From an optimization exercise on the open Yosys and OpenROAD flow, aimed at small area, a short achievable clock period and few clock cycles; shortcuts taken in it are not production practice.
RTL that was checked went through simulation tests only; none was proved equivalent to the original.
No driver is modelled on the clock port, so clock power and skew are understated where the tree is cut down; a real chip needs a root buffer or a tree.
Power figures rest on the tool's default switching activity, not on a simulated workload.

==> module lz77_encoder, before the edit <==
module lz77_encoder (
	input  logic                 clk,
	input  logic                 reset,
	input  logic                 char_req,
	input  lz77_code_pkg::char_t chardata,
	output logic                 char_ack,
	output logic                 valid,
	output lz77_code_pkg::code_t code,
	output logic                 finish
);
	localparam int SL = lz77_code_pkg::SEARCH_LEN;
	localparam lz77_code_pkg::char_t END_CHAR = lz77_code_pkg::END_CHAR;
	lz77_code_pkg::char_t           cin;       
	logic                           take;      
	logic                           virt;      
	logic                           loaded;    
	logic                           fin_pend;  
	logic [SL-1:0][7:0]             hist;      
	logic [SL-1:0]                  alive;     
	lz77_code_pkg::len_t            len;       
	logic [4:0]                     cnt;       
	lz77_code_pkg::offset_t         off_q;
	lz77_code_pkg::len_t            len_q;
	logic                           proc;
	logic                           is_end;
	lz77_code_pkg::char_t           x;
	logic [SL-1:0]                  eq;
	logic [SL-1:0]                  avail;
	logic [SL-1:0]                  alive_new;
	logic                           ends;
	lz77_code_pkg::offset_t         off_d;
	always_ff @(posedge clk)
		cin <= chardata;
	always_ff @(posedge clk or posedge reset) begin
		if (reset) begin
			char_ack <= 1'b0;
			take <= 1'b0;
		end else begin
			char_ack <= char_req && (char_ack || !loaded);
			take <= char_req && !char_ack && !loaded;
		end
	end
	assign proc = take || virt;
	assign is_end = virt || (cin == END_CHAR);
	assign x = virt ? END_CHAR : cin;
	always_comb begin
		for (int j = 0; j < SL; j++) begin
			eq[j] = (cin == hist[j]);
			avail[j] = (cnt > 5'(j));
		end
		alive_new = ((len == '0) ? avail : alive) & eq;
		ends = is_end || (alive_new == '0) || (len == 3'd7);
		off_d = '0;
		if (len != '0)
			for (int j = 0; j < SL; j++)
				if (alive[j])
					off_d = lz77_code_pkg::offset_t'(j);
	end
	always_ff @(posedge clk) begin
		if (proc) begin
			hist <= {hist[SL-2:0], x};
			alive <= alive_new;
		end
		off_q <= off_d;
		len_q <= len;
	end
	always_ff @(posedge clk or posedge reset) begin
		if (reset) begin
			virt <= 1'b0;
			loaded <= 1'b0;
			fin_pend <= 1'b0;
			valid <= 1'b0;
			finish <= 1'b0;
			len <= '0;
			cnt <= '0;
		end else begin
			virt <= take && (cnt == 5'd31) && !is_end;
			valid <= proc && ends;
			fin_pend <= proc && is_end;
			finish <= finish || fin_pend;
			if (proc) begin
				if (is_end || (take && cnt == 5'd31))
					loaded <= 1'b1;
				cnt <= cnt + 1'b1;
				len <= ends ? '0 : len + 1'b1;
			end
		end
	end
	assign code = {off_q, len_q, hist[0]};
endmodule
Settings: LEC_CHECK=0, CAP_MARGIN=20, CORE_MARGIN=2, CORE_UTILIZATION=40, SLEW_MARGIN=20; clock period 17.0 ns.
standard.sh (not shown) runs the stock make flow with config.mk's settings and CLKGATE_MAP_FILE= SYNTH_SCRIPT=/design/flow/synth_recipe.tcl, a recipe that flattens the netlist after the stock synthesis.
==> flow/flow/run.sh <==
#!/bin/bash
# Standard ORFS layout, with fast port buffers and timing repair aimed past the
# 17 ns clock so that the achieved period (17 ns less setup slack) is pushed down.
set -euo pipefail
export BUFFER_PORTS_ARGS="-buffer_cell sky130_fd_sc_hd__buf_4"
export SETUP_SLACK_MARGIN=13
bash standard.sh > standard_flow.log 2>&1
Testbench counts at the start, summed over its fixed seeds: cycles 14,502.
==> next run, changes <==
--- a/flow/design.v
+++ b/flow/design.v
@@ -62,23 +62,27 @@
 	logic [SL-1:0]                  eq;
 	logic [SL-1:0]                  avail;
 	logic [SL-1:0]                  alive_new;
 	logic                           ends;
 	lz77_code_pkg::offset_t         off_d;
+	logic                           fresh;     
+	logic                           end_now;   
 	always_ff @(posedge clk)
 		cin <= chardata;
+	assign fresh = char_req && !char_ack && !loaded;
+	assign end_now = fresh && (chardata == END_CHAR);
 	always_ff @(posedge clk or posedge reset) begin
 		if (reset) begin
 			char_ack <= 1'b0;
 			take <= 1'b0;
 		end else begin
 			char_ack <= char_req && (char_ack || !loaded);
-			take <= char_req && !char_ack && !loaded;
+			take <= fresh && (chardata != END_CHAR);
 		end
 	end
 	assign proc = take || virt;
-	assign is_end = virt || (cin == END_CHAR);
+	assign is_end = virt;
 	assign x = virt ? END_CHAR : cin;
 	always_comb begin
 		for (int j = 0; j < SL; j++) begin
 			eq[j] = (cin == hist[j]);
 			avail[j] = (cnt > 5'(j));
@@ -90,12 +94,12 @@
 			for (int j = 0; j < SL; j++)
 				if (alive[j])
 					off_d = lz77_code_pkg::offset_t'(j);
 	end
 	always_ff @(posedge clk) begin
-		if (proc) begin
-			hist <= {hist[SL-2:0], x};
+		if (proc || end_now) begin
+			hist <= {hist[SL-2:0], end_now ? END_CHAR : x};
 			alive <= alive_new;
 		end
 		off_q <= off_d;
 		len_q <= len;
 	end
@@ -107,14 +111,16 @@
 			valid <= 1'b0;
 			finish <= 1'b0;
 			len <= '0;
 			cnt <= '0;
 		end else begin
-			virt <= take && (cnt == 5'd31) && !is_end;
-			valid <= proc && ends;
-			fin_pend <= proc && is_end;
+			virt <= take && (cnt == 5'd31);
+			valid <= (proc && ends) || end_now;
+			fin_pend <= (proc && is_end) || end_now;
 			finish <= finish || fin_pend;
+			if (end_now)
+				loaded <= 1'b1;
 			if (proc) begin
 				if (is_end || (take && cnt == 5'd31))
 					loaded <= 1'b1;
 				cnt <= cnt + 1'b1;
 				len <= ends ? '0 : len + 1'b1;
Effect: Final cell count rose by 5.9%. Critical path depth rose by 5. Setup slack loses 0.25 ns. Total power rose by 19%. Cell area rose by 9.0%. Count of clock-buffer cells in the layout is unchanged. Combinational power rose by 75%. Sequential cell count does not change. Sequential power rose by 9.7%. Global-route usage rose by 3.2 points. Core utilization rose by 2.1 points.
Function not checked in the second run of this note: the RTL went through the layout flow alone.

---

Setup of lane 1:
The RTL this note starts from:
==> flow/design.v <==
`default_nettype none
package lz77_code_pkg;
	localparam int CHAR_W = 8;
	typedef logic [CHAR_W-1:0] char_t;
	localparam char_t END_CHAR = 8'h24;
	localparam int SEARCH_LEN = 9;
	typedef logic [3:0] offset_t;
	localparam int MAX_MATCH = 7;
	typedef logic [2:0] len_t;
	typedef struct packed {
		offset_t offset;
		len_t    match_len;
		char_t   char_nxt;
	} code_t;
endpackage
`default_nettype wire
`default_nettype none
package lz77_window_pkg;
	localparam int LOOK_LEN = 8;
	localparam int STR_LEN = 32;
	typedef logic [5:0] pos_t;
	typedef logic [9*8-1:0] hist_t;
	typedef logic [LOOK_LEN*8-1:0] look_t;
	typedef logic [3:0] avail_t;
	typedef struct packed {
		hist_t  hist;
		look_t  look;
		avail_t avail;
		avail_t remain;
	} window_t;
	typedef logic [3:0] step_t;
endpackage
`default_nettype wire
`timescale 1ns/1ns
`default_nettype none
module lz77_encoder (
	input  logic                 clk,
	input  logic                 reset,
	input  logic                 char_req,
	input  lz77_code_pkg::char_t chardata,
	output logic                 char_ack,
	output logic                 valid,
	output lz77_code_pkg::code_t code,
	output logic                 finish
);
	localparam int SL = lz77_code_pkg::SEARCH_LEN;
	localparam lz77_code_pkg::char_t END_CHAR = lz77_code_pkg::END_CHAR;
	lz77_code_pkg::char_t           cin;       
	logic                           take;      
	logic                           virt;      
	logic                           loaded;    
	logic [SL-1:0][7:0]             hist;      
	logic [SL-1:0]                  alive;     
	lz77_code_pkg::len_t            len;       
	logic [4:0]                     cnt;       
	lz77_code_pkg::offset_t         off_q;
	lz77_code_pkg::len_t            len_q;
	logic                           fresh;
	logic                           is_end;
	logic                           end_now;
	logic [SL-1:0]                  eq;
	logic [SL-1:0]                  avail;
	logic [SL-1:0]                  alive_new;
	logic                           ends;
	lz77_code_pkg::offset_t         off_d;
	assign fresh = char_req && !char_ack && !loaded;
	assign is_end = (chardata == END_CHAR);
	assign end_now = fresh && is_end;
	always_ff @(posedge clk)
		cin <= ({8{virt}} & END_CHAR) | ({8{!virt && take}} & cin) |
			({8{!virt && !take}} & chardata);
	always_ff @(posedge clk or posedge reset) begin
		if (reset) begin
			char_ack <= 1'b0;
			take <= 1'b0;
		end else begin
			char_ack <= char_req && (char_ack || !loaded);
			take <= fresh && !is_end;
		end
	end
	always_comb begin
		for (int j = 0; j < SL; j++) begin
			eq[j] = (cin == hist[j]);
			avail[j] = (cnt > 5'(j));
		end
		alive_new = ((len == '0) ? avail : alive) & eq;
		ends = (alive_new == '0) || (len == 3'd7);
		off_d = '0;
		if (len != '0)
			for (int j = 0; j < SL; j++)
				if (alive[j])
					off_d = lz77_code_pkg::offset_t'(j);
	end
	always_ff @(posedge clk) begin
		if (take) begin
			hist <= {hist[SL-2:0], cin};
			alive <= alive_new;
		end
		off_q <= off_d;
		len_q <= len;
	end
	always_ff @(posedge clk or posedge reset) begin
		if (reset) begin
			virt <= 1'b0;
			loaded <= 1'b0;
			valid <= 1'b0;
			finish <= 1'b0;
			len <= '0;
			cnt <= '0;
		end else begin
			virt <= take && (cnt == 5'd31);
			valid <= (take && ends) || virt || end_now;
			finish <= finish || (valid && loaded && !virt);
			if (end_now || (take && cnt == 5'd31))
				loaded <= 1'b1;
			if (take) begin
				cnt <= cnt + 1'b1;
				len <= ends ? '0 : len + 1'b1;
			end
		end
	end
	assign code = {off_q, len_q, cin};
endmodule
`default_nettype wire
Settings: LEC_CHECK=0, CAP_MARGIN=20, CORE_MARGIN=2, CORE_UTILIZATION=40, SLEW_MARGIN=20; clock period 17.0 ns.
==> flow/flow/run.sh <==
#!/bin/bash
# Standard ORFS layout with three changes:
#  - fast port buffers (buf_4) instead of the default delay cell,
#  - a one-level clock tree: the clock port drives 4 clkbuf_16, each driving
#    a quarter of the flip-flops (lean_cts.tcl, hooked in by pre_cts.tcl),
#  - timing repair aimed past the 17 ns clock (setup margin), so that the
#    achieved period (17 ns less setup slack) is pushed down.
set -euo pipefail
here=$(pwd)
export BUFFER_PORTS_ARGS="-buffer_cell sky130_fd_sc_hd__buf_4"
export SETUP_SLACK_MARGIN=${MARGIN:-13}
export PRE_CTS_TCL=$here/flow/pre_cts.tcl
export LEAN_CTS_BUFS=4
export LEAN_CTS_CELL=sky130_fd_sc_hd__clkbuf_16
bash standard.sh > standard_flow.log 2>&1
Other scripts of this flow, unchanged in this note and not shown: flow/flow/lean_cts.tcl, flow/flow/pre_cts.tcl
#### Input delta (lane 2 over lane 1)
--- a/flow/design.v
+++ b/flow/design.v
@@ -59,4 +59,5 @@
 	logic                           is_end;
 	logic                           end_now;
+	logic                           cin_end;
 	logic [SL-1:0]                  eq;
 	logic [SL-1:0]                  avail;
@@ -67,4 +68,5 @@
 	assign is_end = (chardata == END_CHAR);
 	assign end_now = fresh && is_end;
+	assign cin_end = (cin == END_CHAR);
 	always_ff @(posedge clk)
 		cin <= ({8{virt}} & END_CHAR) | ({8{!virt && take}} & cin) |
@@ -76,5 +78,5 @@
 		end else begin
 			char_ack <= char_req && (char_ack || !loaded);
-			take <= fresh && !is_end;
+			take <= fresh;
 		end
 	end
@@ -109,8 +111,8 @@
 			cnt <= '0;
 		end else begin
-			virt <= take && (cnt == 5'd31);
-			valid <= (take && ends) || virt || end_now;
-			finish <= finish || (valid && loaded && !virt);
-			if (end_now || (take && cnt == 5'd31))
+			virt <= take && (cnt == 5'd31) && !cin_end;
+			valid <= (take && ends && !cin_end) || virt || end_now;
+			finish <= finish || (valid && cin_end);
+			if (take && (cin_end || cnt == 5'd31))
 				loaded <= 1'b1;
 			if (take) begin
==> comparison <==
Summary of lane 2 over lane 1: total length of routed wires increased about 9%; relative contribution of combinational cells to total power -2.1 points; multi-input combinational gate total saw a decrease; total power divided by cell area now sits lower. Sort lane 1 and lane 2 by total of cells resized after clock tree synthesis, descending, and lane 1 comes first. Row post-layout instance count excluding filler cells: lane 2 lower / lane 1 higher. Final critical path time including I/O delays and setup: lane 1 and lane 2 compared, higher one is lane 1. Total overflow reported by the global router across lane 1 and lane 2: no real change. Looking at power, lane 2 sits 3.3% below lane 1. Comparing the two runs side by side, lane 2 comes out ahead of lane 1 on slack of the critical path.
Testbench counts of lane 2, summed over its fixed seeds: cycles 14,226.
No functional check of the RTL was part of lane 1. No run of this note takes its clock network from TritonCTS; it comes from the design's own scripts or RTL.

## port drivers added, routing unchanged
Ports are ideal in the flow. The routed layouts listed here were re-timed in OpenROAD.
Step 1 (the two cells are an assumption about what drives the block):
set clk [get_ports {clk}]
set_driving_cell -lib_cell sky130_fd_sc_hd__clkbuf_16 $clk
set_driving_cell -lib_cell sky130_fd_sc_hd__buf_2 [delete_from_list [all_inputs] $clk]
Step 2, shift: input delay + t, output delay - t, t = (earliest + latest rising clock arrival at the registers) / 2. This alone moves slack from input paths to output paths.
Slacks: ideal / step 1 / step 2; pairs: ideal / step 1.
run	t (ns)	slack for setup (ns)	latest minus earliest clock arrival (ns)
the first run of note 1	0.374	12.693 / 12.655 / 13.030	0.008 / 0.009
the second run of note 1	0.383	12.445 / 12.450 / 12.067	0.008 / 0.008
lane 1	0.239	12.771 / 12.801 / 12.576	0.015 / 0.015
lane 2	0.241	12.893 / 12.817 / 12.870	0.017 / 0.017
After both steps setup and hold are still met in every run listed. The setup slack of the second run of note 1, which loses most, moves by +0.005 ns with the drivers and by -0.378 ns with both steps.
